Background: an optimization exercise with open tools, aiming at small area, a short achievable clock period and few clock cycles per item. Do not read the settings as production practice. At most, simulation tests tie the RTL to the original design; equivalence was not proved. Only the layout flow was run in run 2; the RTL was not checked for function there. Power figures rest on the tool's default switching activity, not on a simulated workload.

## flow/design.v (module list and top-level ports; edited modules follow where they fit)
// module fpc_mul: 470 lines
// module fpc_sel: 10 lines
// module fpc_fa: 10 lines
// module float_to_pcm24_output_conditioner_top: 147 lines
// module fpc_dec: 15 lines
// module fpc_meter: 26 lines
// module fpc_word: 36 lines
module float_to_pcm24_output_conditioner_top (
   input  logic                clock,
   input  logic                reset,
   input  logic                req_valid,
   output logic                req_stall,
   input  logic [31:0]         req_left_sample_bits,
   input  logic [31:0]         req_right_sample_bits,
   output logic                rsp_valid,
   input  logic                rsp_stall,
   output logic signed [23:0]  rsp_left_word,
   output logic signed [23:0]  rsp_right_word,
   output logic [15:0]         rsp_peak_x1000,
   output logic [15:0]         rsp_nan_total,
   input  logic                csr_wr_en,
   input  logic [16:0]         csr_wr_data
);
  // ...
==> flow/flow/run.sh <==
#!/bin/bash
# The standard layout (the standard.sh, all steps), with the port buffers
# that global placement inserts made of the smallest plain buffer instead of
# the flow's default choice; repair may still resize them. Each tool's output
# goes to standard.log here; ORFS's own per-step logs stay under orfs/logs.
set -euo pipefail
export BUFFER_PORTS_ARGS="-buffer_cell sky130_fd_sc_hd__buf_1"
bash standard.sh > standard.log 2>&1
==> flow/standard.sh <==
#!/bin/bash
# synth_recipe.tcl (not shown) runs the flow's synth.tcl, then flattens the netlist and writes it again
# the make line also repeats each setting of config.mk as NAME=value (left out here)
make -C /OpenROAD-flow-scripts/flow DESIGN_CONFIG=/design/flow/config.mk WORK_HOME=/design/flow/orfs CLKGATE_MAP_FILE= SYNTH_SCRIPT=/design/flow/synth_recipe.tcl "${@:-finish}"
==> flow/config.mk <==
export PLATFORM = sky130hd
export DESIGN_NAME = float_to_pcm24_output_conditioner_top
export DESIGN_NICKNAME = float_to_pcm24_output_conditioner_top
export VERILOG_FILES = /design/flow/design.v
export SDC_FILE = /design/flow/constraint.sdc
export NUM_CORES = 4
export LEC_CHECK = 0
export ABC_AREA = 1
export CAP_MARGIN = 20
export CELL_PAD_IN_SITES_DETAIL_PLACEMENT = 1
export CELL_PAD_IN_SITES_GLOBAL_PLACEMENT = 2
export CORE_MARGIN = 2
export CORE_UTILIZATION = 40
export CTS_BUF_LIST = sky130_fd_sc_hd__clkbuf_4 sky130_fd_sc_hd__clkbuf_8
export SETUP_SLACK_MARGIN = 4.6
export SLEW_MARGIN = 20
export SYNTH_HIERARCHICAL = 1
export SYNTH_MINIMUM_KEEP_SIZE = 0
==> flow/constraint.sdc <==
create_clock -name core_clock -period 10.0 [get_ports {clock}]
set_input_delay 2.0000 -clock core_clock [delete_from_list [all_inputs] [get_ports {clock}]]
set_output_delay 2.0000 -clock core_clock [all_outputs]
set_load 0.01 [all_outputs]
==> flow_metrics.env, run 1 <==
export IMPL_grt_first_pass_wirelength_um=267000
export IMPL_min_delay_path_depth=0
export IMPL_finalNonFillerCells=7576
export IMPL_hold_violations=0
export IMPL_p_clk_mw=1.35
export IMPL_nClkBuffers=73
export IMPL_outcome="no timing/DRC/antenna violations"
export IMPL_finalMaxSlewViolations=0
export IMPL_cp_required_ps=10520
export IMPL_grt_met1_usage_pct=43.0
export IMPL_arrival_ps=5810
export IMPL_path_depth=20
export IMPL_avgSynthCellArea_sq_um=6.92
export IMPL_setup_viol=0
export IMPL_hp_start="in_r_ctl_ff[2]"
export IMPL_power_frac_comb_pct=73.1
export IMPL_seq_cell_share_pct=18.7
export IMPL_power_leader="combinational cells"
export IMPL_vias=42100
export IMPL_grt_pass1_vias=43300
export IMPL_crit_top_cell="nand2_1"
export IMPL_placementRows=118
export IMPL_total_power_mw=13.8
export IMPL_p_switching_mw=7.61
export IMPL_yosys_warnings=9
export IMPL_p_clk_share_pct=9.8
export IMPL_insertion_delay_ps=780
Testbench counts, summed over its fixed seeds: cycles 4,824, items 4,800.
==> module fpc_mul, before the edit <==
module fpc_mul (
   input  logic [23:0] m,
   input  logic [16:0] v,
   input  logic [17:0] v3,
   output logic [39:0] q
);
   logic [11:0] s1, s2, s3;
   genvar gi;
   for (gi = 0; gi < 11; gi++) begin : g_sel
      fpc_sel u_sel (.d(m[2*gi +: 2]), .s1(s1[gi]), .s2(s2[gi]), .s3(s3[gi]));
   end
   assign s1[11] = 1'b0;
   assign s2[11] = ~m[22];
   assign s3[11] =  m[22];
   logic pp_0_0, pp_0_1, pp_0_2, pp_0_3, pp_0_4, pp_0_5, pp_0_6, pp_0_7;
   logic pp_0_8, pp_0_9, pp_0_10, pp_0_11, pp_0_12, pp_0_13, pp_0_14, pp_0_15;
   logic pp_0_16, pp_0_17, pp_1_0, pp_1_1, pp_1_2, pp_1_3, pp_1_4, pp_1_5;
   logic pp_1_6, pp_1_7, pp_1_8, pp_1_9, pp_1_10, pp_1_11, pp_1_12, pp_1_13;
   logic pp_1_14, pp_1_15, pp_1_16, pp_1_17, pp_2_0, pp_2_1, pp_2_2, pp_2_3;
   logic pp_2_4, pp_2_5, pp_2_6, pp_2_7, pp_2_8, pp_2_9, pp_2_10, pp_2_11;
   logic pp_2_12, pp_2_13, pp_2_14, pp_2_15, pp_2_16, pp_2_17, pp_3_0, pp_3_1;
   logic pp_3_2, pp_3_3, pp_3_4, pp_3_5, pp_3_6, pp_3_7, pp_3_8, pp_3_9;
   logic pp_3_10, pp_3_11, pp_3_12, pp_3_13, pp_3_14, pp_3_15, pp_3_16, pp_3_17;
   logic pp_4_0, pp_4_1, pp_4_2, pp_4_3, pp_4_4, pp_4_5, pp_4_6, pp_4_7;
   logic pp_4_8, pp_4_9, pp_4_10, pp_4_11, pp_4_12, pp_4_13, pp_4_14, pp_4_15;
   logic pp_4_16, pp_4_17, pp_5_0, pp_5_1, pp_5_2, pp_5_3, pp_5_4, pp_5_5;
   logic pp_5_6, pp_5_7, pp_5_8, pp_5_9, pp_5_10, pp_5_11, pp_5_12, pp_5_13;
   logic pp_5_14, pp_5_15, pp_5_16, pp_5_17, pp_6_0, pp_6_1, pp_6_2, pp_6_3;
   logic pp_6_4, pp_6_5, pp_6_6, pp_6_7, pp_6_8, pp_6_9, pp_6_10, pp_6_11;
   logic pp_6_12, pp_6_13, pp_6_14, pp_6_15, pp_6_16, pp_6_17, pp_7_0, pp_7_1;
   logic pp_7_2, pp_7_3, pp_7_4, pp_7_5, pp_7_6, pp_7_7, pp_7_8, pp_7_9;
   logic pp_7_10, pp_7_11, pp_7_12, pp_7_13, pp_7_14, pp_7_15, pp_7_16, pp_7_17;
   logic pp_8_0, pp_8_1, pp_8_2, pp_8_3, pp_8_4, pp_8_5, pp_8_6, pp_8_7;
   logic pp_8_8, pp_8_9, pp_8_10, pp_8_11, pp_8_12, pp_8_13, pp_8_14, pp_8_15;
   logic pp_8_16, pp_8_17, pp_9_0, pp_9_1, pp_9_2, pp_9_3, pp_9_4, pp_9_5;
   logic pp_9_6, pp_9_7, pp_9_8, pp_9_9, pp_9_10, pp_9_11, pp_9_12, pp_9_13;
   logic pp_9_14, pp_9_15, pp_9_16, pp_9_17, pp_10_0, pp_10_1, pp_10_2, pp_10_3;
   logic pp_10_4, pp_10_5, pp_10_6, pp_10_7, pp_10_8, pp_10_9, pp_10_10, pp_10_11;
   logic pp_10_12, pp_10_13, pp_10_14, pp_10_15, pp_10_16, pp_10_17, pp_11_0, pp_11_1;
   logic pp_11_2, pp_11_3, pp_11_4, pp_11_5, pp_11_6, pp_11_7, pp_11_8, pp_11_9;
   logic pp_11_10, pp_11_11, pp_11_12, pp_11_13, pp_11_14, pp_11_15, pp_11_16, pp_11_17;
   logic hs0_0, hc0_0, fs0_0, fc0_0, fs0_1, fc0_1, hs0_1, hc0_1;
   logic fs0_2, fc0_2, fs0_3, fc0_3, fs0_4, fc0_4, fs0_5, fc0_5;
   logic hs0_2, hc0_2, fs0_6, fc0_6, fs0_7, fc0_7, fs0_8, fc0_8;
   logic fs0_9, fc0_9, fs0_10, fc0_10, fs0_11, fc0_11, fs0_12, fc0_12;
   logic fs0_13, fc0_13, fs0_14, fc0_14, fs0_15, fc0_15, fs0_16, fc0_16;
   logic fs0_17, fc0_17, fs0_18, fc0_18, fs0_19, fc0_19, fs0_20, fc0_20;
   logic fs0_21, fc0_21, fs0_22, fc0_22, fs0_23, fc0_23, fs0_24, fc0_24;
   logic fs0_25, fc0_25, fs0_26, fc0_26, fs0_27, fc0_27, fs0_28, fc0_28;
   logic hs0_3, hc0_3, fs0_29, fc0_29, fs0_30, fc0_30, hs0_4, hc0_4;
   logic fs0_31, fc0_31, fs0_32, fc0_32, fs0_33, fc0_33, hs0_5, hc0_5;
   logic fs0_34, fc0_34, hs0_6, hc0_6, hs1_7, hc1_7, fs1_35, fc1_35;
   logic fs1_36, fc1_36, hs1_8, hc1_8, fs1_37, fc1_37, fs1_38, fc1_38;
   logic fs1_39, fc1_39, fs1_40, fc1_40, fs1_41, fc1_41, fs1_42, fc1_42;
   logic fs1_43, fc1_43, fs1_44, fc1_44, fs1_45, fc1_45, fs1_46, fc1_46;
   logic fs1_47, fc1_47, fs1_48, fc1_48, fs1_49, fc1_49, fs1_50, fc1_50;
   logic fs1_51, fc1_51, fs1_52, fc1_52, fs1_53, fc1_53, fs1_54, fc1_54;
   logic fs1_55, fc1_55, fs1_56, fc1_56, fs1_57, fc1_57, fs1_58, fc1_58;
   logic fs1_59, fc1_59, fs1_60, fc1_60, fs1_61, fc1_61, fs1_62, fc1_62;
   logic fs1_63, fc1_63, fs1_64, fc1_64, fs1_65, fc1_65, fs1_66, fc1_66;
   logic fs1_67, fc1_67, fs1_68, fc1_68, fs1_69, fc1_69, fs1_70, fc1_70;
   logic fs1_71, fc1_71, fs1_72, fc1_72, fs1_73, fc1_73, fs1_74, fc1_74;
   logic fs1_75, fc1_75, fs1_76, fc1_76, fs1_77, fc1_77, hs1_9, hc1_9;
   logic fs1_78, fc1_78, hs1_10, hc1_10, hs2_11, hc2_11, fs2_79, fc2_79;
   logic fs2_80, fc2_80, fs2_81, fc2_81, fs2_82, fc2_82, fs2_83, fc2_83;
   logic fs2_84, fc2_84, fs2_85, fc2_85, fs2_86, fc2_86, fs2_87, fc2_87;
   logic fs2_88, fc2_88, fs2_89, fc2_89, fs2_90, fc2_90, fs2_91, fc2_91;
   logic fs2_92, fc2_92, fs2_93, fc2_93, fs2_94, fc2_94, fs2_95, fc2_95;
   logic fs2_96, fc2_96, fs2_97, fc2_97, fs2_98, fc2_98, fs2_99, fc2_99;
   logic fs2_100, fc2_100, fs2_101, fc2_101, fs2_102, fc2_102, fs2_103, fc2_103;
   logic fs2_104, fc2_104, fs2_105, fc2_105, fs2_106, fc2_106, hs2_12, hc2_12;
   logic hs3_13, hc3_13, fs3_107, fc3_107, fs3_108, fc3_108, fs3_109, fc3_109;
   logic fs3_110, fc3_110, fs3_111, fc3_111, fs3_112, fc3_112, fs3_113, fc3_113;
   logic fs3_114, fc3_114, fs3_115, fc3_115, fs3_116, fc3_116, fs3_117, fc3_117;
   logic fs3_118, fc3_118, fs3_119, fc3_119, fs3_120, fc3_120, fs3_121, fc3_121;
   logic fs3_122, fc3_122, fs3_123, fc3_123, fs3_124, fc3_124, fs3_125, fc3_125;
   logic fs3_126, fc3_126, fs3_127, fc3_127, fs3_128, fc3_128, fs3_129, fc3_129;
   logic fs3_130, fc3_130, fs3_131, fc3_131, fs3_132, fc3_132, fs3_133, fc3_133;
   logic fs3_134, fc3_134, fs3_135, fc3_135, fs3_136, fc3_136, fs3_137, fc3_137;
   logic fs3_138, fc3_138, hs3_14, hc3_14;
   assign pp_0_0 = ~((s1[0] & v[0]) | (s2[0] & 1'b0) | (s3[0] & v3[0]));
   assign pp_0_1 = ~((s1[0] & v[1]) | (s2[0] & v[0]) | (s3[0] & v3[1]));
   assign pp_0_2 = ~((s1[0] & v[2]) | (s2[0] & v[1]) | (s3[0] & v3[2]));
   assign pp_0_3 = ~((s1[0] & v[3]) | (s2[0] & v[2]) | (s3[0] & v3[3]));
   assign pp_0_4 = ~((s1[0] & v[4]) | (s2[0] & v[3]) | (s3[0] & v3[4]));
   assign pp_0_5 = ~((s1[0] & v[5]) | (s2[0] & v[4]) | (s3[0] & v3[5]));
   assign pp_0_6 = ~((s1[0] & v[6]) | (s2[0] & v[5]) | (s3[0] & v3[6]));
   assign pp_0_7 = ~((s1[0] & v[7]) | (s2[0] & v[6]) | (s3[0] & v3[7]));
   assign pp_0_8 = ~((s1[0] & v[8]) | (s2[0] & v[7]) | (s3[0] & v3[8]));
   assign pp_0_9 = ~((s1[0] & v[9]) | (s2[0] & v[8]) | (s3[0] & v3[9]));
   assign pp_0_10 = ~((s1[0] & v[10]) | (s2[0] & v[9]) | (s3[0] & v3[10]));
   assign pp_0_11 = ~((s1[0] & v[11]) | (s2[0] & v[10]) | (s3[0] & v3[11]));
   assign pp_0_12 = ~((s1[0] & v[12]) | (s2[0] & v[11]) | (s3[0] & v3[12]));
   assign pp_0_13 = ~((s1[0] & v[13]) | (s2[0] & v[12]) | (s3[0] & v3[13]));
   assign pp_0_14 = ~((s1[0] & v[14]) | (s2[0] & v[13]) | (s3[0] & v3[14]));
   assign pp_0_15 = ~((s1[0] & v[15]) | (s2[0] & v[14]) | (s3[0] & v3[15]));
   assign pp_0_16 = ~((s1[0] & v[16]) | (s2[0] & v[15]) | (s3[0] & v3[16]));
   assign pp_0_17 = ~((s1[0] & 1'b0) | (s2[0] & v[16]) | (s3[0] & v3[17]));
   assign pp_1_0 = ~((s1[1] & v[0]) | (s2[1] & 1'b0) | (s3[1] & v3[0]));
   assign pp_1_1 = ~((s1[1] & v[1]) | (s2[1] & v[0]) | (s3[1] & v3[1]));
   assign pp_1_2 = ~((s1[1] & v[2]) | (s2[1] & v[1]) | (s3[1] & v3[2]));
   assign pp_1_3 = ~((s1[1] & v[3]) | (s2[1] & v[2]) | (s3[1] & v3[3]));
   assign pp_1_4 = ~((s1[1] & v[4]) | (s2[1] & v[3]) | (s3[1] & v3[4]));
   assign pp_1_5 = ~((s1[1] & v[5]) | (s2[1] & v[4]) | (s3[1] & v3[5]));
   assign pp_1_6 = ~((s1[1] & v[6]) | (s2[1] & v[5]) | (s3[1] & v3[6]));
   assign pp_1_7 = ~((s1[1] & v[7]) | (s2[1] & v[6]) | (s3[1] & v3[7]));
   assign pp_1_8 = ~((s1[1] & v[8]) | (s2[1] & v[7]) | (s3[1] & v3[8]));
   assign pp_1_9 = ~((s1[1] & v[9]) | (s2[1] & v[8]) | (s3[1] & v3[9]));
   assign pp_1_10 = ~((s1[1] & v[10]) | (s2[1] & v[9]) | (s3[1] & v3[10]));
   assign pp_1_11 = ~((s1[1] & v[11]) | (s2[1] & v[10]) | (s3[1] & v3[11]));
   assign pp_1_12 = ~((s1[1] & v[12]) | (s2[1] & v[11]) | (s3[1] & v3[12]));
   assign pp_1_13 = ~((s1[1] & v[13]) | (s2[1] & v[12]) | (s3[1] & v3[13]));
   assign pp_1_14 = ~((s1[1] & v[14]) | (s2[1] & v[13]) | (s3[1] & v3[14]));
   assign pp_1_15 = ~((s1[1] & v[15]) | (s2[1] & v[14]) | (s3[1] & v3[15]));
   assign pp_1_16 = ~((s1[1] & v[16]) | (s2[1] & v[15]) | (s3[1] & v3[16]));
   assign pp_1_17 = ~((s1[1] & 1'b0) | (s2[1] & v[16]) | (s3[1] & v3[17]));
   assign pp_2_0 = ~((s1[2] & v[0]) | (s2[2] & 1'b0) | (s3[2] & v3[0]));
   assign pp_2_1 = ~((s1[2] & v[1]) | (s2[2] & v[0]) | (s3[2] & v3[1]));
   assign pp_2_2 = ~((s1[2] & v[2]) | (s2[2] & v[1]) | (s3[2] & v3[2]));
   assign pp_2_3 = ~((s1[2] & v[3]) | (s2[2] & v[2]) | (s3[2] & v3[3]));
   assign pp_2_4 = ~((s1[2] & v[4]) | (s2[2] & v[3]) | (s3[2] & v3[4]));
   assign pp_2_5 = ~((s1[2] & v[5]) | (s2[2] & v[4]) | (s3[2] & v3[5]));
   assign pp_2_6 = ~((s1[2] & v[6]) | (s2[2] & v[5]) | (s3[2] & v3[6]));
   assign pp_2_7 = ~((s1[2] & v[7]) | (s2[2] & v[6]) | (s3[2] & v3[7]));
   assign pp_2_8 = ~((s1[2] & v[8]) | (s2[2] & v[7]) | (s3[2] & v3[8]));
   assign pp_2_9 = ~((s1[2] & v[9]) | (s2[2] & v[8]) | (s3[2] & v3[9]));
   assign pp_2_10 = ~((s1[2] & v[10]) | (s2[2] & v[9]) | (s3[2] & v3[10]));
   assign pp_2_11 = ~((s1[2] & v[11]) | (s2[2] & v[10]) | (s3[2] & v3[11]));
   assign pp_2_12 = ~((s1[2] & v[12]) | (s2[2] & v[11]) | (s3[2] & v3[12]));
   assign pp_2_13 = ~((s1[2] & v[13]) | (s2[2] & v[12]) | (s3[2] & v3[13]));
   assign pp_2_14 = ~((s1[2] & v[14]) | (s2[2] & v[13]) | (s3[2] & v3[14]));
   assign pp_2_15 = ~((s1[2] & v[15]) | (s2[2] & v[14]) | (s3[2] & v3[15]));
   assign pp_2_16 = ~((s1[2] & v[16]) | (s2[2] & v[15]) | (s3[2] & v3[16]));
   assign pp_2_17 = ~((s1[2] & 1'b0) | (s2[2] & v[16]) | (s3[2] & v3[17]));
   assign pp_3_0 = ~((s1[3] & v[0]) | (s2[3] & 1'b0) | (s3[3] & v3[0]));
   assign pp_3_1 = ~((s1[3] & v[1]) | (s2[3] & v[0]) | (s3[3] & v3[1]));
   assign pp_3_2 = ~((s1[3] & v[2]) | (s2[3] & v[1]) | (s3[3] & v3[2]));
   assign pp_3_3 = ~((s1[3] & v[3]) | (s2[3] & v[2]) | (s3[3] & v3[3]));
   assign pp_3_4 = ~((s1[3] & v[4]) | (s2[3] & v[3]) | (s3[3] & v3[4]));
   assign pp_3_5 = ~((s1[3] & v[5]) | (s2[3] & v[4]) | (s3[3] & v3[5]));
   assign pp_3_6 = ~((s1[3] & v[6]) | (s2[3] & v[5]) | (s3[3] & v3[6]));
   assign pp_3_7 = ~((s1[3] & v[7]) | (s2[3] & v[6]) | (s3[3] & v3[7]));
   assign pp_3_8 = ~((s1[3] & v[8]) | (s2[3] & v[7]) | (s3[3] & v3[8]));
   assign pp_3_9 = ~((s1[3] & v[9]) | (s2[3] & v[8]) | (s3[3] & v3[9]));
   assign pp_3_10 = ~((s1[3] & v[10]) | (s2[3] & v[9]) | (s3[3] & v3[10]));
   assign pp_3_11 = ~((s1[3] & v[11]) | (s2[3] & v[10]) | (s3[3] & v3[11]));
   assign pp_3_12 = ~((s1[3] & v[12]) | (s2[3] & v[11]) | (s3[3] & v3[12]));
   assign pp_3_13 = ~((s1[3] & v[13]) | (s2[3] & v[12]) | (s3[3] & v3[13]));
   assign pp_3_14 = ~((s1[3] & v[14]) | (s2[3] & v[13]) | (s3[3] & v3[14]));
   assign pp_3_15 = ~((s1[3] & v[15]) | (s2[3] & v[14]) | (s3[3] & v3[15]));
   assign pp_3_16 = ~((s1[3] & v[16]) | (s2[3] & v[15]) | (s3[3] & v3[16]));
   assign pp_3_17 = ~((s1[3] & 1'b0) | (s2[3] & v[16]) | (s3[3] & v3[17]));
   assign pp_4_0 = ~((s1[4] & v[0]) | (s2[4] & 1'b0) | (s3[4] & v3[0]));
   assign pp_4_1 = ~((s1[4] & v[1]) | (s2[4] & v[0]) | (s3[4] & v3[1]));
   assign pp_4_2 = ~((s1[4] & v[2]) | (s2[4] & v[1]) | (s3[4] & v3[2]));
   assign pp_4_3 = ~((s1[4] & v[3]) | (s2[4] & v[2]) | (s3[4] & v3[3]));
   assign pp_4_4 = ~((s1[4] & v[4]) | (s2[4] & v[3]) | (s3[4] & v3[4]));
   assign pp_4_5 = ~((s1[4] & v[5]) | (s2[4] & v[4]) | (s3[4] & v3[5]));
   assign pp_4_6 = ~((s1[4] & v[6]) | (s2[4] & v[5]) | (s3[4] & v3[6]));
   assign pp_4_7 = ~((s1[4] & v[7]) | (s2[4] & v[6]) | (s3[4] & v3[7]));
   assign pp_4_8 = ~((s1[4] & v[8]) | (s2[4] & v[7]) | (s3[4] & v3[8]));
   assign pp_4_9 = ~((s1[4] & v[9]) | (s2[4] & v[8]) | (s3[4] & v3[9]));
   assign pp_4_10 = ~((s1[4] & v[10]) | (s2[4] & v[9]) | (s3[4] & v3[10]));
   assign pp_4_11 = ~((s1[4] & v[11]) | (s2[4] & v[10]) | (s3[4] & v3[11]));
   assign pp_4_12 = ~((s1[4] & v[12]) | (s2[4] & v[11]) | (s3[4] & v3[12]));
   assign pp_4_13 = ~((s1[4] & v[13]) | (s2[4] & v[12]) | (s3[4] & v3[13]));
   assign pp_4_14 = ~((s1[4] & v[14]) | (s2[4] & v[13]) | (s3[4] & v3[14]));
   assign pp_4_15 = ~((s1[4] & v[15]) | (s2[4] & v[14]) | (s3[4] & v3[15]));
   assign pp_4_16 = ~((s1[4] & v[16]) | (s2[4] & v[15]) | (s3[4] & v3[16]));
   assign pp_4_17 = ~((s1[4] & 1'b0) | (s2[4] & v[16]) | (s3[4] & v3[17]));
   assign pp_5_0 = ~((s1[5] & v[0]) | (s2[5] & 1'b0) | (s3[5] & v3[0]));
   assign pp_5_1 = ~((s1[5] & v[1]) | (s2[5] & v[0]) | (s3[5] & v3[1]));
   assign pp_5_2 = ~((s1[5] & v[2]) | (s2[5] & v[1]) | (s3[5] & v3[2]));
   assign pp_5_3 = ~((s1[5] & v[3]) | (s2[5] & v[2]) | (s3[5] & v3[3]));
   assign pp_5_4 = ~((s1[5] & v[4]) | (s2[5] & v[3]) | (s3[5] & v3[4]));
   assign pp_5_5 = ~((s1[5] & v[5]) | (s2[5] & v[4]) | (s3[5] & v3[5]));
   assign pp_5_6 = ~((s1[5] & v[6]) | (s2[5] & v[5]) | (s3[5] & v3[6]));
   assign pp_5_7 = ~((s1[5] & v[7]) | (s2[5] & v[6]) | (s3[5] & v3[7]));
   assign pp_5_8 = ~((s1[5] & v[8]) | (s2[5] & v[7]) | (s3[5] & v3[8]));
   assign pp_5_9 = ~((s1[5] & v[9]) | (s2[5] & v[8]) | (s3[5] & v3[9]));
   assign pp_5_10 = ~((s1[5] & v[10]) | (s2[5] & v[9]) | (s3[5] & v3[10]));
   assign pp_5_11 = ~((s1[5] & v[11]) | (s2[5] & v[10]) | (s3[5] & v3[11]));
   assign pp_5_12 = ~((s1[5] & v[12]) | (s2[5] & v[11]) | (s3[5] & v3[12]));
   assign pp_5_13 = ~((s1[5] & v[13]) | (s2[5] & v[12]) | (s3[5] & v3[13]));
   assign pp_5_14 = ~((s1[5] & v[14]) | (s2[5] & v[13]) | (s3[5] & v3[14]));
   assign pp_5_15 = ~((s1[5] & v[15]) | (s2[5] & v[14]) | (s3[5] & v3[15]));
   assign pp_5_16 = ~((s1[5] & v[16]) | (s2[5] & v[15]) | (s3[5] & v3[16]));
   assign pp_5_17 = ~((s1[5] & 1'b0) | (s2[5] & v[16]) | (s3[5] & v3[17]));
   assign pp_6_0 = ~((s1[6] & v[0]) | (s2[6] & 1'b0) | (s3[6] & v3[0]));
   assign pp_6_1 = ~((s1[6] & v[1]) | (s2[6] & v[0]) | (s3[6] & v3[1]));
   assign pp_6_2 = ~((s1[6] & v[2]) | (s2[6] & v[1]) | (s3[6] & v3[2]));
   assign pp_6_3 = ~((s1[6] & v[3]) | (s2[6] & v[2]) | (s3[6] & v3[3]));
   assign pp_6_4 = ~((s1[6] & v[4]) | (s2[6] & v[3]) | (s3[6] & v3[4]));
   assign pp_6_5 = ~((s1[6] & v[5]) | (s2[6] & v[4]) | (s3[6] & v3[5]));
   assign pp_6_6 = ~((s1[6] & v[6]) | (s2[6] & v[5]) | (s3[6] & v3[6]));
   assign pp_6_7 = ~((s1[6] & v[7]) | (s2[6] & v[6]) | (s3[6] & v3[7]));
   assign pp_6_8 = ~((s1[6] & v[8]) | (s2[6] & v[7]) | (s3[6] & v3[8]));
   assign pp_6_9 = ~((s1[6] & v[9]) | (s2[6] & v[8]) | (s3[6] & v3[9]));
   assign pp_6_10 = ~((s1[6] & v[10]) | (s2[6] & v[9]) | (s3[6] & v3[10]));
   assign pp_6_11 = ~((s1[6] & v[11]) | (s2[6] & v[10]) | (s3[6] & v3[11]));
   assign pp_6_12 = ~((s1[6] & v[12]) | (s2[6] & v[11]) | (s3[6] & v3[12]));
   assign pp_6_13 = ~((s1[6] & v[13]) | (s2[6] & v[12]) | (s3[6] & v3[13]));
   assign pp_6_14 = ~((s1[6] & v[14]) | (s2[6] & v[13]) | (s3[6] & v3[14]));
   assign pp_6_15 = ~((s1[6] & v[15]) | (s2[6] & v[14]) | (s3[6] & v3[15]));
   assign pp_6_16 = ~((s1[6] & v[16]) | (s2[6] & v[15]) | (s3[6] & v3[16]));
   assign pp_6_17 = ~((s1[6] & 1'b0) | (s2[6] & v[16]) | (s3[6] & v3[17]));
   assign pp_7_0 = ~((s1[7] & v[0]) | (s2[7] & 1'b0) | (s3[7] & v3[0]));
   assign pp_7_1 = ~((s1[7] & v[1]) | (s2[7] & v[0]) | (s3[7] & v3[1]));
   assign pp_7_2 = ~((s1[7] & v[2]) | (s2[7] & v[1]) | (s3[7] & v3[2]));
   assign pp_7_3 = ~((s1[7] & v[3]) | (s2[7] & v[2]) | (s3[7] & v3[3]));
   assign pp_7_4 = ~((s1[7] & v[4]) | (s2[7] & v[3]) | (s3[7] & v3[4]));
   assign pp_7_5 = ~((s1[7] & v[5]) | (s2[7] & v[4]) | (s3[7] & v3[5]));
   assign pp_7_6 = ~((s1[7] & v[6]) | (s2[7] & v[5]) | (s3[7] & v3[6]));
   assign pp_7_7 = ~((s1[7] & v[7]) | (s2[7] & v[6]) | (s3[7] & v3[7]));
   assign pp_7_8 = ~((s1[7] & v[8]) | (s2[7] & v[7]) | (s3[7] & v3[8]));
   assign pp_7_9 = ~((s1[7] & v[9]) | (s2[7] & v[8]) | (s3[7] & v3[9]));
   assign pp_7_10 = ~((s1[7] & v[10]) | (s2[7] & v[9]) | (s3[7] & v3[10]));
   assign pp_7_11 = ~((s1[7] & v[11]) | (s2[7] & v[10]) | (s3[7] & v3[11]));
   assign pp_7_12 = ~((s1[7] & v[12]) | (s2[7] & v[11]) | (s3[7] & v3[12]));
   assign pp_7_13 = ~((s1[7] & v[13]) | (s2[7] & v[12]) | (s3[7] & v3[13]));
   assign pp_7_14 = ~((s1[7] & v[14]) | (s2[7] & v[13]) | (s3[7] & v3[14]));
   assign pp_7_15 = ~((s1[7] & v[15]) | (s2[7] & v[14]) | (s3[7] & v3[15]));
   assign pp_7_16 = ~((s1[7] & v[16]) | (s2[7] & v[15]) | (s3[7] & v3[16]));
   assign pp_7_17 = ~((s1[7] & 1'b0) | (s2[7] & v[16]) | (s3[7] & v3[17]));
   assign pp_8_0 = ~((s1[8] & v[0]) | (s2[8] & 1'b0) | (s3[8] & v3[0]));
   assign pp_8_1 = ~((s1[8] & v[1]) | (s2[8] & v[0]) | (s3[8] & v3[1]));
   assign pp_8_2 = ~((s1[8] & v[2]) | (s2[8] & v[1]) | (s3[8] & v3[2]));
   assign pp_8_3 = ~((s1[8] & v[3]) | (s2[8] & v[2]) | (s3[8] & v3[3]));
   assign pp_8_4 = ~((s1[8] & v[4]) | (s2[8] & v[3]) | (s3[8] & v3[4]));
   assign pp_8_5 = ~((s1[8] & v[5]) | (s2[8] & v[4]) | (s3[8] & v3[5]));
   assign pp_8_6 = ~((s1[8] & v[6]) | (s2[8] & v[5]) | (s3[8] & v3[6]));
   assign pp_8_7 = ~((s1[8] & v[7]) | (s2[8] & v[6]) | (s3[8] & v3[7]));
   assign pp_8_8 = ~((s1[8] & v[8]) | (s2[8] & v[7]) | (s3[8] & v3[8]));
   assign pp_8_9 = ~((s1[8] & v[9]) | (s2[8] & v[8]) | (s3[8] & v3[9]));
   assign pp_8_10 = ~((s1[8] & v[10]) | (s2[8] & v[9]) | (s3[8] & v3[10]));
   assign pp_8_11 = ~((s1[8] & v[11]) | (s2[8] & v[10]) | (s3[8] & v3[11]));
   assign pp_8_12 = ~((s1[8] & v[12]) | (s2[8] & v[11]) | (s3[8] & v3[12]));
   assign pp_8_13 = ~((s1[8] & v[13]) | (s2[8] & v[12]) | (s3[8] & v3[13]));
   assign pp_8_14 = ~((s1[8] & v[14]) | (s2[8] & v[13]) | (s3[8] & v3[14]));
   assign pp_8_15 = ~((s1[8] & v[15]) | (s2[8] & v[14]) | (s3[8] & v3[15]));
   assign pp_8_16 = ~((s1[8] & v[16]) | (s2[8] & v[15]) | (s3[8] & v3[16]));
   assign pp_8_17 = ~((s1[8] & 1'b0) | (s2[8] & v[16]) | (s3[8] & v3[17]));
   assign pp_9_0 = ~((s1[9] & v[0]) | (s2[9] & 1'b0) | (s3[9] & v3[0]));
   assign pp_9_1 = ~((s1[9] & v[1]) | (s2[9] & v[0]) | (s3[9] & v3[1]));
   assign pp_9_2 = ~((s1[9] & v[2]) | (s2[9] & v[1]) | (s3[9] & v3[2]));
   assign pp_9_3 = ~((s1[9] & v[3]) | (s2[9] & v[2]) | (s3[9] & v3[3]));
   assign pp_9_4 = ~((s1[9] & v[4]) | (s2[9] & v[3]) | (s3[9] & v3[4]));
   assign pp_9_5 = ~((s1[9] & v[5]) | (s2[9] & v[4]) | (s3[9] & v3[5]));
   assign pp_9_6 = ~((s1[9] & v[6]) | (s2[9] & v[5]) | (s3[9] & v3[6]));
   assign pp_9_7 = ~((s1[9] & v[7]) | (s2[9] & v[6]) | (s3[9] & v3[7]));
   assign pp_9_8 = ~((s1[9] & v[8]) | (s2[9] & v[7]) | (s3[9] & v3[8]));
   assign pp_9_9 = ~((s1[9] & v[9]) | (s2[9] & v[8]) | (s3[9] & v3[9]));
   assign pp_9_10 = ~((s1[9] & v[10]) | (s2[9] & v[9]) | (s3[9] & v3[10]));
   assign pp_9_11 = ~((s1[9] & v[11]) | (s2[9] & v[10]) | (s3[9] & v3[11]));
   assign pp_9_12 = ~((s1[9] & v[12]) | (s2[9] & v[11]) | (s3[9] & v3[12]));
   assign pp_9_13 = ~((s1[9] & v[13]) | (s2[9] & v[12]) | (s3[9] & v3[13]));
   assign pp_9_14 = ~((s1[9] & v[14]) | (s2[9] & v[13]) | (s3[9] & v3[14]));
   assign pp_9_15 = ~((s1[9] & v[15]) | (s2[9] & v[14]) | (s3[9] & v3[15]));
   assign pp_9_16 = ~((s1[9] & v[16]) | (s2[9] & v[15]) | (s3[9] & v3[16]));
   assign pp_9_17 = ~((s1[9] & 1'b0) | (s2[9] & v[16]) | (s3[9] & v3[17]));
   assign pp_10_0 = ~((s1[10] & v[0]) | (s2[10] & 1'b0) | (s3[10] & v3[0]));
   assign pp_10_1 = ~((s1[10] & v[1]) | (s2[10] & v[0]) | (s3[10] & v3[1]));
   assign pp_10_2 = ~((s1[10] & v[2]) | (s2[10] & v[1]) | (s3[10] & v3[2]));
   assign pp_10_3 = ~((s1[10] & v[3]) | (s2[10] & v[2]) | (s3[10] & v3[3]));
   assign pp_10_4 = ~((s1[10] & v[4]) | (s2[10] & v[3]) | (s3[10] & v3[4]));
   assign pp_10_5 = ~((s1[10] & v[5]) | (s2[10] & v[4]) | (s3[10] & v3[5]));
   assign pp_10_6 = ~((s1[10] & v[6]) | (s2[10] & v[5]) | (s3[10] & v3[6]));
   assign pp_10_7 = ~((s1[10] & v[7]) | (s2[10] & v[6]) | (s3[10] & v3[7]));
   assign pp_10_8 = ~((s1[10] & v[8]) | (s2[10] & v[7]) | (s3[10] & v3[8]));
   assign pp_10_9 = ~((s1[10] & v[9]) | (s2[10] & v[8]) | (s3[10] & v3[9]));
   assign pp_10_10 = ~((s1[10] & v[10]) | (s2[10] & v[9]) | (s3[10] & v3[10]));
   assign pp_10_11 = ~((s1[10] & v[11]) | (s2[10] & v[10]) | (s3[10] & v3[11]));
   assign pp_10_12 = ~((s1[10] & v[12]) | (s2[10] & v[11]) | (s3[10] & v3[12]));
   assign pp_10_13 = ~((s1[10] & v[13]) | (s2[10] & v[12]) | (s3[10] & v3[13]));
   assign pp_10_14 = ~((s1[10] & v[14]) | (s2[10] & v[13]) | (s3[10] & v3[14]));
   assign pp_10_15 = ~((s1[10] & v[15]) | (s2[10] & v[14]) | (s3[10] & v3[15]));
   assign pp_10_16 = ~((s1[10] & v[16]) | (s2[10] & v[15]) | (s3[10] & v3[16]));
   assign pp_10_17 = ~((s1[10] & 1'b0) | (s2[10] & v[16]) | (s3[10] & v3[17]));
   assign pp_11_0 = ~((s1[11] & v[0]) | (s2[11] & 1'b0) | (s3[11] & v3[0]));
   assign pp_11_1 = ~((s1[11] & v[1]) | (s2[11] & v[0]) | (s3[11] & v3[1]));
   assign pp_11_2 = ~((s1[11] & v[2]) | (s2[11] & v[1]) | (s3[11] & v3[2]));
   assign pp_11_3 = ~((s1[11] & v[3]) | (s2[11] & v[2]) | (s3[11] & v3[3]));
   assign pp_11_4 = ~((s1[11] & v[4]) | (s2[11] & v[3]) | (s3[11] & v3[4]));
   assign pp_11_5 = ~((s1[11] & v[5]) | (s2[11] & v[4]) | (s3[11] & v3[5]));
   assign pp_11_6 = ~((s1[11] & v[6]) | (s2[11] & v[5]) | (s3[11] & v3[6]));
   assign pp_11_7 = ~((s1[11] & v[7]) | (s2[11] & v[6]) | (s3[11] & v3[7]));
   assign pp_11_8 = ~((s1[11] & v[8]) | (s2[11] & v[7]) | (s3[11] & v3[8]));
   assign pp_11_9 = ~((s1[11] & v[9]) | (s2[11] & v[8]) | (s3[11] & v3[9]));
   assign pp_11_10 = ~((s1[11] & v[10]) | (s2[11] & v[9]) | (s3[11] & v3[10]));
   assign pp_11_11 = ~((s1[11] & v[11]) | (s2[11] & v[10]) | (s3[11] & v3[11]));
   assign pp_11_12 = ~((s1[11] & v[12]) | (s2[11] & v[11]) | (s3[11] & v3[12]));
   assign pp_11_13 = ~((s1[11] & v[13]) | (s2[11] & v[12]) | (s3[11] & v3[13]));
   assign pp_11_14 = ~((s1[11] & v[14]) | (s2[11] & v[13]) | (s3[11] & v3[14]));
   assign pp_11_15 = ~((s1[11] & v[15]) | (s2[11] & v[14]) | (s3[11] & v3[15]));
   assign pp_11_16 = ~((s1[11] & v[16]) | (s2[11] & v[15]) | (s3[11] & v3[16]));
   assign pp_11_17 = ~((s1[11] & 1'b0) | (s2[11] & v[16]) | (s3[11] & v3[17]));
   assign hs0_0 = ~(pp_0_12 ^ pp_1_10);
   assign hc0_0 = pp_0_12 | pp_1_10;
   fpc_fa u_fa0 (.a(pp_0_13), .b(pp_1_11), .c(pp_2_9), .s(fs0_0), .co(fc0_0));
   fpc_fa u_fa1 (.a(pp_0_14), .b(pp_1_12), .c(pp_2_10), .s(fs0_1), .co(fc0_1));
   assign hs0_1 = ~(pp_3_8 ^ pp_4_6);
   assign hc0_1 = pp_3_8 | pp_4_6;
   fpc_fa u_fa2 (.a(pp_0_15), .b(pp_1_13), .c(pp_2_11), .s(fs0_2), .co(fc0_2));
   fpc_fa u_fa3 (.a(pp_3_9), .b(pp_4_7), .c(pp_5_5), .s(fs0_3), .co(fc0_3));
   fpc_fa u_fa4 (.a(pp_0_16), .b(pp_1_14), .c(pp_2_12), .s(fs0_4), .co(fc0_4));
   fpc_fa u_fa5 (.a(pp_3_10), .b(pp_4_8), .c(pp_5_6), .s(fs0_5), .co(fc0_5));
   assign hs0_2 = ~(pp_6_4 ^ pp_7_2);
   assign hc0_2 = pp_6_4 | pp_7_2;
   fpc_fa u_fa6 (.a(pp_0_17), .b(pp_1_15), .c(pp_2_13), .s(fs0_6), .co(fc0_6));
   fpc_fa u_fa7 (.a(pp_3_11), .b(pp_4_9), .c(pp_5_7), .s(fs0_7), .co(fc0_7));
   fpc_fa u_fa8 (.a(pp_6_5), .b(pp_7_3), .c(pp_8_1), .s(fs0_8), .co(fc0_8));
   fpc_fa u_fa9 (.a(pp_1_16), .b(pp_2_14), .c(pp_3_12), .s(fs0_9), .co(fc0_9));
   fpc_fa u_fa10 (.a(pp_4_10), .b(pp_5_8), .c(pp_6_6), .s(fs0_10), .co(fc0_10));
   fpc_fa u_fa11 (.a(pp_7_4), .b(pp_8_2), .c(pp_9_0), .s(fs0_11), .co(fc0_11));
   fpc_fa u_fa12 (.a(pp_1_17), .b(pp_2_15), .c(pp_3_13), .s(fs0_12), .co(fc0_12));
   fpc_fa u_fa13 (.a(pp_4_11), .b(pp_5_9), .c(pp_6_7), .s(fs0_13), .co(fc0_13));
   fpc_fa u_fa14 (.a(pp_7_5), .b(pp_8_3), .c(pp_9_1), .s(fs0_14), .co(fc0_14));
   fpc_fa u_fa15 (.a(pp_2_16), .b(pp_3_14), .c(pp_4_12), .s(fs0_15), .co(fc0_15));
   fpc_fa u_fa16 (.a(pp_5_10), .b(pp_6_8), .c(pp_7_6), .s(fs0_16), .co(fc0_16));
   fpc_fa u_fa17 (.a(pp_8_4), .b(pp_9_2), .c(pp_10_0), .s(fs0_17), .co(fc0_17));
   fpc_fa u_fa18 (.a(pp_2_17), .b(pp_3_15), .c(pp_4_13), .s(fs0_18), .co(fc0_18));
   fpc_fa u_fa19 (.a(pp_5_11), .b(pp_6_9), .c(pp_7_7), .s(fs0_19), .co(fc0_19));
   fpc_fa u_fa20 (.a(pp_8_5), .b(pp_9_3), .c(pp_10_1), .s(fs0_20), .co(fc0_20));
   fpc_fa u_fa21 (.a(pp_3_16), .b(pp_4_14), .c(pp_5_12), .s(fs0_21), .co(fc0_21));
   fpc_fa u_fa22 (.a(pp_6_10), .b(pp_7_8), .c(pp_8_6), .s(fs0_22), .co(fc0_22));
   fpc_fa u_fa23 (.a(pp_9_4), .b(pp_10_2), .c(pp_11_0), .s(fs0_23), .co(fc0_23));
   fpc_fa u_fa24 (.a(pp_3_17), .b(pp_4_15), .c(pp_5_13), .s(fs0_24), .co(fc0_24));
   fpc_fa u_fa25 (.a(pp_6_11), .b(pp_7_9), .c(pp_8_7), .s(fs0_25), .co(fc0_25));
   fpc_fa u_fa26 (.a(pp_9_5), .b(pp_10_3), .c(pp_11_1), .s(fs0_26), .co(fc0_26));
   fpc_fa u_fa27 (.a(pp_4_16), .b(pp_5_14), .c(pp_6_12), .s(fs0_27), .co(fc0_27));
   fpc_fa u_fa28 (.a(pp_7_10), .b(pp_8_8), .c(pp_9_6), .s(fs0_28), .co(fc0_28));
   assign hs0_3 = ~(pp_10_4 ^ pp_11_2);
   assign hc0_3 = pp_10_4 | pp_11_2;
   fpc_fa u_fa29 (.a(pp_4_17), .b(pp_5_15), .c(pp_6_13), .s(fs0_29), .co(fc0_29));
   fpc_fa u_fa30 (.a(pp_7_11), .b(pp_8_9), .c(pp_9_7), .s(fs0_30), .co(fc0_30));
   assign hs0_4 = ~(pp_10_5 ^ pp_11_3);
   assign hc0_4 = pp_10_5 | pp_11_3;
   fpc_fa u_fa31 (.a(pp_5_16), .b(pp_6_14), .c(pp_7_12), .s(fs0_31), .co(fc0_31));
   fpc_fa u_fa32 (.a(pp_8_10), .b(pp_9_8), .c(pp_10_6), .s(fs0_32), .co(fc0_32));
   fpc_fa u_fa33 (.a(pp_5_17), .b(pp_6_15), .c(pp_7_13), .s(fs0_33), .co(fc0_33));
   assign hs0_5 = ~(pp_8_11 ^ pp_9_9);
   assign hc0_5 = pp_8_11 | pp_9_9;
   fpc_fa u_fa34 (.a(pp_6_16), .b(pp_7_14), .c(pp_8_12), .s(fs0_34), .co(fc0_34));
   assign hs0_6 = ~(pp_6_17 ^ pp_7_15);
   assign hc0_6 = pp_6_17 | pp_7_15;
   assign hs1_7 = ~(pp_0_8 ^ pp_1_6);
   assign hc1_7 = pp_0_8 | pp_1_6;
   fpc_fa u_fa35 (.a(pp_0_9), .b(pp_1_7), .c(pp_2_5), .s(fs1_35), .co(fc1_35));
   fpc_fa u_fa36 (.a(pp_0_10), .b(pp_1_8), .c(pp_2_6), .s(fs1_36), .co(fc1_36));
   assign hs1_8 = ~(pp_3_4 ^ pp_4_2);
   assign hc1_8 = pp_3_4 | pp_4_2;
   fpc_fa u_fa37 (.a(pp_0_11), .b(pp_1_9), .c(pp_2_7), .s(fs1_37), .co(fc1_37));
   fpc_fa u_fa38 (.a(pp_3_5), .b(pp_4_3), .c(pp_5_1), .s(fs1_38), .co(fc1_38));
   fpc_fa u_fa39 (.a(pp_2_8), .b(pp_3_6), .c(pp_4_4), .s(fs1_39), .co(fc1_39));
   fpc_fa u_fa40 (.a(pp_5_2), .b(pp_6_0), .c(hs0_0), .s(fs1_40), .co(fc1_40));
   fpc_fa u_fa41 (.a(pp_3_7), .b(pp_4_5), .c(pp_5_3), .s(fs1_41), .co(fc1_41));
   fpc_fa u_fa42 (.a(pp_6_1), .b(fs0_0), .c(hc0_0), .s(fs1_42), .co(fc1_42));
   fpc_fa u_fa43 (.a(pp_5_4), .b(pp_6_2), .c(pp_7_0), .s(fs1_43), .co(fc1_43));
   fpc_fa u_fa44 (.a(fs0_1), .b(hs0_1), .c(fc0_0), .s(fs1_44), .co(fc1_44));
   fpc_fa u_fa45 (.a(pp_6_3), .b(pp_7_1), .c(fs0_2), .s(fs1_45), .co(fc1_45));
   fpc_fa u_fa46 (.a(fs0_3), .b(fc0_1), .c(hc0_1), .s(fs1_46), .co(fc1_46));
   fpc_fa u_fa47 (.a(pp_8_0), .b(fs0_4), .c(fs0_5), .s(fs1_47), .co(fc1_47));
   fpc_fa u_fa48 (.a(hs0_2), .b(fc0_2), .c(fc0_3), .s(fs1_48), .co(fc1_48));
   fpc_fa u_fa49 (.a(fs0_6), .b(fs0_7), .c(fs0_8), .s(fs1_49), .co(fc1_49));
   fpc_fa u_fa50 (.a(fc0_4), .b(fc0_5), .c(hc0_2), .s(fs1_50), .co(fc1_50));
   fpc_fa u_fa51 (.a(fs0_9), .b(fs0_10), .c(fs0_11), .s(fs1_51), .co(fc1_51));
   fpc_fa u_fa52 (.a(fc0_6), .b(fc0_7), .c(fc0_8), .s(fs1_52), .co(fc1_52));
   fpc_fa u_fa53 (.a(fs0_12), .b(fs0_13), .c(fs0_14), .s(fs1_53), .co(fc1_53));
   fpc_fa u_fa54 (.a(fc0_9), .b(fc0_10), .c(fc0_11), .s(fs1_54), .co(fc1_54));
   fpc_fa u_fa55 (.a(fs0_15), .b(fs0_16), .c(fs0_17), .s(fs1_55), .co(fc1_55));
   fpc_fa u_fa56 (.a(fc0_12), .b(fc0_13), .c(fc0_14), .s(fs1_56), .co(fc1_56));
   fpc_fa u_fa57 (.a(fs0_18), .b(fs0_19), .c(fs0_20), .s(fs1_57), .co(fc1_57));
   fpc_fa u_fa58 (.a(fc0_15), .b(fc0_16), .c(fc0_17), .s(fs1_58), .co(fc1_58));
   fpc_fa u_fa59 (.a(fs0_21), .b(fs0_22), .c(fs0_23), .s(fs1_59), .co(fc1_59));
   fpc_fa u_fa60 (.a(fc0_18), .b(fc0_19), .c(fc0_20), .s(fs1_60), .co(fc1_60));
   fpc_fa u_fa61 (.a(fs0_24), .b(fs0_25), .c(fs0_26), .s(fs1_61), .co(fc1_61));
   fpc_fa u_fa62 (.a(fc0_21), .b(fc0_22), .c(fc0_23), .s(fs1_62), .co(fc1_62));
   fpc_fa u_fa63 (.a(fs0_27), .b(fs0_28), .c(hs0_3), .s(fs1_63), .co(fc1_63));
   fpc_fa u_fa64 (.a(fc0_24), .b(fc0_25), .c(fc0_26), .s(fs1_64), .co(fc1_64));
   fpc_fa u_fa65 (.a(fs0_29), .b(fs0_30), .c(hs0_4), .s(fs1_65), .co(fc1_65));
   fpc_fa u_fa66 (.a(fc0_27), .b(fc0_28), .c(hc0_3), .s(fs1_66), .co(fc1_66));
   fpc_fa u_fa67 (.a(pp_11_4), .b(fs0_31), .c(fs0_32), .s(fs1_67), .co(fc1_67));
   fpc_fa u_fa68 (.a(fc0_29), .b(fc0_30), .c(hc0_4), .s(fs1_68), .co(fc1_68));
   fpc_fa u_fa69 (.a(pp_10_7), .b(pp_11_5), .c(fs0_33), .s(fs1_69), .co(fc1_69));
   fpc_fa u_fa70 (.a(hs0_5), .b(fc0_31), .c(fc0_32), .s(fs1_70), .co(fc1_70));
   fpc_fa u_fa71 (.a(pp_9_10), .b(pp_10_8), .c(pp_11_6), .s(fs1_71), .co(fc1_71));
   fpc_fa u_fa72 (.a(fs0_34), .b(fc0_33), .c(hc0_5), .s(fs1_72), .co(fc1_72));
   fpc_fa u_fa73 (.a(pp_8_13), .b(pp_9_11), .c(pp_10_9), .s(fs1_73), .co(fc1_73));
   fpc_fa u_fa74 (.a(pp_11_7), .b(hs0_6), .c(fc0_34), .s(fs1_74), .co(fc1_74));
   fpc_fa u_fa75 (.a(pp_7_16), .b(pp_8_14), .c(pp_9_12), .s(fs1_75), .co(fc1_75));
   fpc_fa u_fa76 (.a(pp_10_10), .b(pp_11_8), .c(hc0_6), .s(fs1_76), .co(fc1_76));
   fpc_fa u_fa77 (.a(pp_7_17), .b(pp_8_15), .c(pp_9_13), .s(fs1_77), .co(fc1_77));
   assign hs1_9 = ~(pp_10_11 ^ pp_11_9);
   assign hc1_9 = pp_10_11 | pp_11_9;
   fpc_fa u_fa78 (.a(pp_8_16), .b(pp_9_14), .c(pp_10_12), .s(fs1_78), .co(fc1_78));
   assign hs1_10 = ~(pp_8_17 ^ pp_9_15);
   assign hc1_10 = pp_8_17 | pp_9_15;
   assign hs2_11 = ~(pp_0_6 ^ pp_1_4);
   assign hc2_11 = pp_0_6 | pp_1_4;
   fpc_fa u_fa79 (.a(pp_0_7), .b(pp_1_5), .c(pp_2_3), .s(fs2_79), .co(fc2_79));
   fpc_fa u_fa80 (.a(pp_2_4), .b(pp_3_2), .c(pp_4_0), .s(fs2_80), .co(fc2_80));
   fpc_fa u_fa81 (.a(pp_3_3), .b(pp_4_1), .c(fs1_35), .s(fs2_81), .co(fc2_81));
   fpc_fa u_fa82 (.a(pp_5_0), .b(fs1_36), .c(hs1_8), .s(fs2_82), .co(fc2_82));
   fpc_fa u_fa83 (.a(fs1_37), .b(fs1_38), .c(fc1_36), .s(fs2_83), .co(fc2_83));
   fpc_fa u_fa84 (.a(fs1_39), .b(fs1_40), .c(fc1_37), .s(fs2_84), .co(fc2_84));
   fpc_fa u_fa85 (.a(fs1_41), .b(fs1_42), .c(fc1_39), .s(fs2_85), .co(fc2_85));
   fpc_fa u_fa86 (.a(fs1_43), .b(fs1_44), .c(fc1_41), .s(fs2_86), .co(fc2_86));
   fpc_fa u_fa87 (.a(fs1_45), .b(fs1_46), .c(fc1_43), .s(fs2_87), .co(fc2_87));
   fpc_fa u_fa88 (.a(fs1_47), .b(fs1_48), .c(fc1_45), .s(fs2_88), .co(fc2_88));
   fpc_fa u_fa89 (.a(fs1_49), .b(fs1_50), .c(fc1_47), .s(fs2_89), .co(fc2_89));
   fpc_fa u_fa90 (.a(fs1_51), .b(fs1_52), .c(fc1_49), .s(fs2_90), .co(fc2_90));
   fpc_fa u_fa91 (.a(fs1_53), .b(fs1_54), .c(fc1_51), .s(fs2_91), .co(fc2_91));
   fpc_fa u_fa92 (.a(fs1_55), .b(fs1_56), .c(fc1_53), .s(fs2_92), .co(fc2_92));
   fpc_fa u_fa93 (.a(fs1_57), .b(fs1_58), .c(fc1_55), .s(fs2_93), .co(fc2_93));
   fpc_fa u_fa94 (.a(fs1_59), .b(fs1_60), .c(fc1_57), .s(fs2_94), .co(fc2_94));
   fpc_fa u_fa95 (.a(fs1_61), .b(fs1_62), .c(fc1_59), .s(fs2_95), .co(fc2_95));
   fpc_fa u_fa96 (.a(fs1_63), .b(fs1_64), .c(fc1_61), .s(fs2_96), .co(fc2_96));
   fpc_fa u_fa97 (.a(fs1_65), .b(fs1_66), .c(fc1_63), .s(fs2_97), .co(fc2_97));
   fpc_fa u_fa98 (.a(fs1_67), .b(fs1_68), .c(fc1_65), .s(fs2_98), .co(fc2_98));
   fpc_fa u_fa99 (.a(fs1_69), .b(fs1_70), .c(fc1_67), .s(fs2_99), .co(fc2_99));
   fpc_fa u_fa100 (.a(fs1_71), .b(fs1_72), .c(fc1_69), .s(fs2_100), .co(fc2_100));
   fpc_fa u_fa101 (.a(fs1_73), .b(fs1_74), .c(fc1_71), .s(fs2_101), .co(fc2_101));
   fpc_fa u_fa102 (.a(fs1_75), .b(fs1_76), .c(fc1_73), .s(fs2_102), .co(fc2_102));
   fpc_fa u_fa103 (.a(fs1_77), .b(hs1_9), .c(fc1_75), .s(fs2_103), .co(fc2_103));
   fpc_fa u_fa104 (.a(pp_11_10), .b(fs1_78), .c(fc1_77), .s(fs2_104), .co(fc2_104));
   fpc_fa u_fa105 (.a(pp_10_13), .b(pp_11_11), .c(hs1_10), .s(fs2_105), .co(fc2_105));
   fpc_fa u_fa106 (.a(pp_9_16), .b(pp_10_14), .c(pp_11_12), .s(fs2_106), .co(fc2_106));
   assign hs2_12 = ~(pp_9_17 ^ pp_10_15);
   assign hc2_12 = pp_9_17 | pp_10_15;
   assign hs3_13 = ~(pp_0_4 ^ pp_1_2);
   assign hc3_13 = pp_0_4 | pp_1_2;
   fpc_fa u_fa107 (.a(pp_0_5), .b(pp_1_3), .c(pp_2_1), .s(fs3_107), .co(fc3_107));
   fpc_fa u_fa108 (.a(pp_2_2), .b(pp_3_0), .c(hs2_11), .s(fs3_108), .co(fc3_108));
   fpc_fa u_fa109 (.a(pp_3_1), .b(fs2_79), .c(hc2_11), .s(fs3_109), .co(fc3_109));
   fpc_fa u_fa110 (.a(hs1_7), .b(fs2_80), .c(fc2_79), .s(fs3_110), .co(fc3_110));
   fpc_fa u_fa111 (.a(hc1_7), .b(fs2_81), .c(fc2_80), .s(fs3_111), .co(fc3_111));
   fpc_fa u_fa112 (.a(fc1_35), .b(fs2_82), .c(fc2_81), .s(fs3_112), .co(fc3_112));
   fpc_fa u_fa113 (.a(hc1_8), .b(fs2_83), .c(fc2_82), .s(fs3_113), .co(fc3_113));
   fpc_fa u_fa114 (.a(fc1_38), .b(fs2_84), .c(fc2_83), .s(fs3_114), .co(fc3_114));
   fpc_fa u_fa115 (.a(fc1_40), .b(fs2_85), .c(fc2_84), .s(fs3_115), .co(fc3_115));
   fpc_fa u_fa116 (.a(fc1_42), .b(fs2_86), .c(fc2_85), .s(fs3_116), .co(fc3_116));
   fpc_fa u_fa117 (.a(fc1_44), .b(fs2_87), .c(fc2_86), .s(fs3_117), .co(fc3_117));
   fpc_fa u_fa118 (.a(fc1_46), .b(fs2_88), .c(fc2_87), .s(fs3_118), .co(fc3_118));
   fpc_fa u_fa119 (.a(fc1_48), .b(fs2_89), .c(fc2_88), .s(fs3_119), .co(fc3_119));
   fpc_fa u_fa120 (.a(fc1_50), .b(fs2_90), .c(fc2_89), .s(fs3_120), .co(fc3_120));
   fpc_fa u_fa121 (.a(fc1_52), .b(fs2_91), .c(fc2_90), .s(fs3_121), .co(fc3_121));
   fpc_fa u_fa122 (.a(fc1_54), .b(fs2_92), .c(fc2_91), .s(fs3_122), .co(fc3_122));
   fpc_fa u_fa123 (.a(fc1_56), .b(fs2_93), .c(fc2_92), .s(fs3_123), .co(fc3_123));
   fpc_fa u_fa124 (.a(fc1_58), .b(fs2_94), .c(fc2_93), .s(fs3_124), .co(fc3_124));
   fpc_fa u_fa125 (.a(fc1_60), .b(fs2_95), .c(fc2_94), .s(fs3_125), .co(fc3_125));
   fpc_fa u_fa126 (.a(fc1_62), .b(fs2_96), .c(fc2_95), .s(fs3_126), .co(fc3_126));
   fpc_fa u_fa127 (.a(fc1_64), .b(fs2_97), .c(fc2_96), .s(fs3_127), .co(fc3_127));
   fpc_fa u_fa128 (.a(fc1_66), .b(fs2_98), .c(fc2_97), .s(fs3_128), .co(fc3_128));
   fpc_fa u_fa129 (.a(fc1_68), .b(fs2_99), .c(fc2_98), .s(fs3_129), .co(fc3_129));
   fpc_fa u_fa130 (.a(fc1_70), .b(fs2_100), .c(fc2_99), .s(fs3_130), .co(fc3_130));
   fpc_fa u_fa131 (.a(fc1_72), .b(fs2_101), .c(fc2_100), .s(fs3_131), .co(fc3_131));
   fpc_fa u_fa132 (.a(fc1_74), .b(fs2_102), .c(fc2_101), .s(fs3_132), .co(fc3_132));
   fpc_fa u_fa133 (.a(fc1_76), .b(fs2_103), .c(fc2_102), .s(fs3_133), .co(fc3_133));
   fpc_fa u_fa134 (.a(hc1_9), .b(fs2_104), .c(fc2_103), .s(fs3_134), .co(fc3_134));
   fpc_fa u_fa135 (.a(fc1_78), .b(fs2_105), .c(fc2_104), .s(fs3_135), .co(fc3_135));
   fpc_fa u_fa136 (.a(hc1_10), .b(fs2_106), .c(fc2_105), .s(fs3_136), .co(fc3_136));
   fpc_fa u_fa137 (.a(pp_11_13), .b(hs2_12), .c(fc2_106), .s(fs3_137), .co(fc3_137));
   fpc_fa u_fa138 (.a(pp_10_16), .b(pp_11_14), .c(hc2_12), .s(fs3_138), .co(fc3_138));
   assign hs3_14 = ~(pp_10_17 ^ pp_11_15);
   assign hc3_14 = pp_10_17 | pp_11_15;
   logic [39:0] row_a, row_b;
   assign row_a = {pp_11_17, pp_11_16, hs3_14, fs3_138, fs3_137, fs3_136, fs3_135, fs3_134, fs3_133, fs3_132, fs3_131, fs3_130, fs3_129, fs3_128, fs3_127, fs3_126, fs3_125, fs3_124, fs3_123, fs3_122, fs3_121, fs3_120, fs3_119, fs3_118, fs3_117, fs3_116, fs3_115, fs3_114, fs3_113, fs3_112, fs3_111, fs3_110, fs3_109, fs3_108, fs3_107, pp_2_0, pp_0_3, pp_0_2, pp_0_1, pp_0_0};
   assign row_b = {1'b1, hc3_14, fc3_138, fc3_137, fc3_136, fc3_135, fc3_134, fc3_133, fc3_132, fc3_131, fc3_130, fc3_129, fc3_128, fc3_127, fc3_126, fc3_125, fc3_124, fc3_123, fc3_122, fc3_121, fc3_120, fc3_119, fc3_118, fc3_117, fc3_116, fc3_115, fc3_114, fc3_113, fc3_112, fc3_111, fc3_110, fc3_109, fc3_108, fc3_107, hc3_13, hs3_13, pp_1_1, pp_1_0, 1'b1, 1'b1};
   assign q     = ~(row_a + row_b + 40'd1);
endmodule
==> run 2, diff against run 1 <==
--- a/flow/design.v
+++ b/flow/design.v
@@ -16,12 +16,9 @@
 );
    logic [11:0] s1, s2, s3;
    genvar gi;
-   for (gi = 0; gi < 11; gi++) begin : g_sel
+   for (gi = 0; gi < 12; gi++) begin : g_sel
       fpc_sel u_sel (.d(m[2*gi +: 2]), .s1(s1[gi]), .s2(s2[gi]), .s3(s3[gi]));
    end
-   assign s1[11] = 1'b0;
-   assign s2[11] = ~m[22];
-   assign s3[11] =  m[22];
    logic pp_0_0, pp_0_1, pp_0_2, pp_0_3, pp_0_4, pp_0_5, pp_0_6, pp_0_7;
    logic pp_0_8, pp_0_9, pp_0_10, pp_0_11, pp_0_12, pp_0_13, pp_0_14, pp_0_15;
    logic pp_0_16, pp_0_17, pp_1_0, pp_1_1, pp_1_2, pp_1_3, pp_1_4, pp_1_5;
--- a/flow/config.mk
+++ b/flow/config.mk
@@ -12,7 +12,7 @@
 export CORE_MARGIN = 2
 export CORE_UTILIZATION = 40
 export CTS_BUF_LIST = sky130_fd_sc_hd__clkbuf_4 sky130_fd_sc_hd__clkbuf_8
-export SETUP_SLACK_MARGIN = 4.6
+export SETUP_SLACK_MARGIN = 5
 export SLEW_MARGIN = 20
 export SYNTH_HIERARCHICAL = 1
 export SYNTH_MINIMUM_KEEP_SIZE = 0
==> flow_metrics.env, run 2 <==
export IMPL_outcome="complete, but fails checks"
export IMPL_violations="max-slew violations"
export IMPL_rsz0062_at_grt="true"
export IMPL_insertion_delay_ps=710
export IMPL_port_buffers=167
export IMPL_slowest_stage="fa_1"
export IMPL_synthTopCellsByCount="nand2_1 (1524), inv_1 (828), a21oi_1 (520), nand3_1 (472), nor2_1 (317)"
export IMPL_crit_top_cell="fa_1"
export IMPL_r2r_start="in_l_f_ff[14]"
export IMPL_finalMaxSlewViolations=18
export IMPL_period_share_pct=49.3
export IMPL_worst_pin_slew_ps=1510
export IMPL_vias=42400
export IMPL_syn_cell_area_sq_um=42300
export IMPL_start_kind="flip-flop"
export IMPL_cts_buffer_depth=3
export IMPL_clock_root_buffer="clkbuf_8"
export IMPL_h_tree_depth=3
export IMPL_die_h_um=329
export IMPL_dieWidth_um=329
export IMPL_cts_buffers=66
export IMPL_min_delay_path_depth=0
export IMPL_cp_cell_sequence="nand2_2 -> clkinvlp_4 -> buf_4 -> a22o_1 -> a21oi_1 -> fa_1 -> fa_1 -> fa_1 -> fa_1 -> ha_4 -> nand2_1 -> nor2_1 -> inv_1 -> nor3_1 -> nand2_2 -> nand3_1 -> nand2_1"
export IMPL_synth_area_leaders="edfxtp_1 (17%), fa_1 (14%), nand2_1 (14%), ha_1 (7.7%), inv_1 (7.3%)"
export IMPL_grt_pass1_vias=43700
export IMPL_vias_per_cell=5.66
export IMPL_dp_hpwl_um=129000
export IMPL_reg2reg_depth=17
export IMPL_hold_buffers=0
export IMPL_grt_max_degree=66
export IMPL_hold_path_endpoint="s1_l_ctl_ff[7]"
export IMPL_cp_required_ps=10440
export IMPL_setup_tns_final_ps=0
export IMPL_overflow=0
export IMPL_ant_nets=0
export IMPL_final_nets=6703
export IMPL_synth_top_area_cell="edfxtp_1"
export IMPL_ir_drop_v=0.000228
export IMPL_placementRows=119
export IMPL_drive_gt1_share_pct=14.5
export IMPL_dieArea_sq_um=108000
export IMPL_synth_edf_count=236
export IMPL_avgSynthCellArea_sq_um=7.16
export IMPL_setup_viol=0
export IMPL_gp_congestion=0.898
export IMPL_cts_sinks=306
export IMPL_reg_top3="s1_l_q_ff x40, s1_r_q_ff x40"
export IMPL_finalWorstPathRequiredPeriod_ps=4930
export IMPL_total_power_mw=15.0
export IMPL_finClkSkew_ps=41.8
export IMPL_most_common_layout_cells="nand2_1 (1491), inv_1 (798), nand3_1 (472)"
export IMPL_synth_async_reset_ratio_pct=0
export IMPL_cp_end_kind="flip-flop"
export IMPL_final_common_cell="nand2_1"
export IMPL_hold_violations=0
export IMPL_synthFlopType="edfxtp_1"
export IMPL_drc=0
export IMPL_max_freq_ghz=0.203
export IMPL_startpoint="in_l_f_ff[14]"
export IMPL_wire_per_inst_um=23.8
export IMPL_yosys_area_top_type_share_pct=16.7
export IMPL_cts_tree="done"
export IMPL_r2r_setup_slack_ps=5070
export IMPL_p_leak_nw=21.3
export IMPL_grt_first_pass_wirelength_um=265000
export IMPL_core_region_area_sq_um=105000
export IMPL_drtPass1Iterations=6
export IMPL_yosysUniqueCellTypes=67
export IMPL_powerDensity_nw_per_um2=310
export IMPL_antenna_found_initial=4
export IMPL_hp_class="reg -> reg"
export IMPL_path_max_fanout=6
export IMPL_drt_iter0_drc=2958
export IMPL_area_growth_pct=14.1
export IMPL_synth_cells=5911
export IMPL_crit_type="reg -> reg"
export IMPL_regToRegEndpoint="s1_l_q_ff[36]"
export IMPL_path_buf_inv=3
export IMPL_grtUsageTotal_pct=31.9
export IMPL_post_synth_top_count_cell="nand2_1"
export IMPL_arrival_ps=5370
export IMPL_max_stage_delay_ps=590
export IMPL_initial_core_util_pct=40.3
export IMPL_clkSlewWorstSetupHoldPaths_ps=60
export IMPL_max_slew_margin_rel_pct=-1.20
export IMPL_critPathTopFamily="adder cells"
export IMPL_yosys_warnings=9
export IMPL_ys_seq_area_share_pct=20.1
export IMPL_synth_seq_cells=306
export IMPL_hp_start="in_l_ctl_ff[7]"
export IMPL_drt_total_wl_um=178000
export IMPL_maxCapViolations=0
export IMPL_io_pin_count=168
==> run 2: worst reg2reg max path, cell delays in order, from the launching register on <==
cell,delay [ps]
edfxtp_1,510
nand2_2,140
clkinvlp_4,170
buf_4,200
a22o_1,200
a21oi_1,220
fa_1,540
fa_1,490
fa_1,590
fa_1,470
ha_4,320
nand2_1,100
nor2_1,200
inv_1,90
nor3_1,220
nand2_2,110
nand3_1,80
nand2_1,50
==> run 2: through the flow <==
| step | cell area [sq um] | std cells | hold slack, ps | setup slack [ps] | util [%] |
|---|---|---|---|---|---|
| 2_1_floorplan | 42400 | 5916 | 400 | 5020 | - |
| 5_1_grt | 48300 | 7503 | 439 | 4900 | 45.9 |
| 4_1_cts | 46300 | 7402 | 421 | 5000 | 44.0 |
| 3_5_place_dp | 43800 | 7214 | 406 | 4600 | 41.7 |
| 6_report | 48300 | 7503 | 419 | 5070 | 45.9 |
| 3_3_place_gp | 43800 | 7212 | 401 | 4340 | 41.7 |
==> run 2: how the worst max path moves through the flow <==
stage | to | slack (ps) | depth (start not counted)
6_report | s1_l_q_ff[36] | 5070 | 17
2_1_floorplan | req_stall | 5020 | 2
3_5_place_dp | s1_l_q_ff[38] | 4600 | 20
4_1_cts | s1_l_q_ff[26] | 5000 | 18
3_3_place_gp | s1_l_q_ff[39] | 4340 | 16
5_1_grt | s1_r_q_ff[33] | 4900 | 17
==> run 2: what timing repair did <==
action / 4_1_cts / 5_1_grt
setup endpoints to repair: 56 / 58
gates resized for setup: 102 / 261
pin swaps: 5 / 84
buffers inserted: 64 / 91
gates cloned: 3 / 8
==> run 2: logic make-up (layout without fill, tap and decap cells) <==
family	count (synthesis)	in the layout	synth area share [%]
buffers and inverters	1191	1386	11.2
other	1	7	0.00886
xor gates and xnor gates	132	132	2.75
and+or+nand+nor	2638	2638	27.7
muxes	23	23	0.612
AOI/OAI and AO/OA	1061	1061	15.9
adders and majority gates	559	559	21.8
DFF	306	306	20.1
==> run 2: power by group <==
group,switching (mW),internal [mW]
Combinational,6.86,4.16
Sequential,0.409,2.00
Clock,0.664,0.860
==> run 2: Yosys stat by module, one instance, submodules excluded <==
module | cell area [sq um] | flops+latches
fpc_meter | 3680 | 0
float_to_pcm24_output_conditioner_top | 12400 | 306
fpc_dec | 233 | 0
fpc_word | 3210 | 0
fpc_sel | 22.5 | 0
fpc_mul | 6600 | 0
fpc_fa | 20.0 | 0
==> run 2: area by class of cell <==
cell class	count	area, sq um
Inverter	862	3330
Fill cell	13300	56800
Timing Repair Buffer	399	3020
Tap cell	1391	1740
Sequential cell	306	8580
Timing Repair inverter	4	27.5
Clock buffer	77	997
Multi-Input combinational cell	4419	30200
Clock inverter	44	430
Antenna cell	1	2.50
==> run 2: per-layer routing <==
metal / routed length, um / vias to the layer above / track usage (%)
li1: - / 19600 / -
met1: 75200 / 20700 / 41.6
met2: 81000 / 1666 / 52.3
met3: 14500 / 459 / 6.50
met4: 7490 / 7 / 11.8
met5: 83 / - / 0

## port drivers added, routing unchanged
How much do the figures lean on ideal ports? The routed layouts below were timed once more, with nothing changed but the port constraints. Step 1 assumes that a clkbuf_16 drives the clock port and a buf_2 every other input. Step 2 times the ports against the registers' clock, not the clock port: input delays grow and output delays shrink by t, the midpoint of the rising clock arrivals with the driver on. a / b / c = ideal ports / drivers / drivers and shift; a / b = the first two.
run	t (ns)	slack for setup (ns)	worst setup path at the end	slew at the worst register clock pin (ns)
run 1	0.811	4.708 / 4.708 / 4.708	register to register	0.07 / 0.07
run 2	0.752	5.066 / 5.066 / 5.066	register to register	0.07 / 0.07
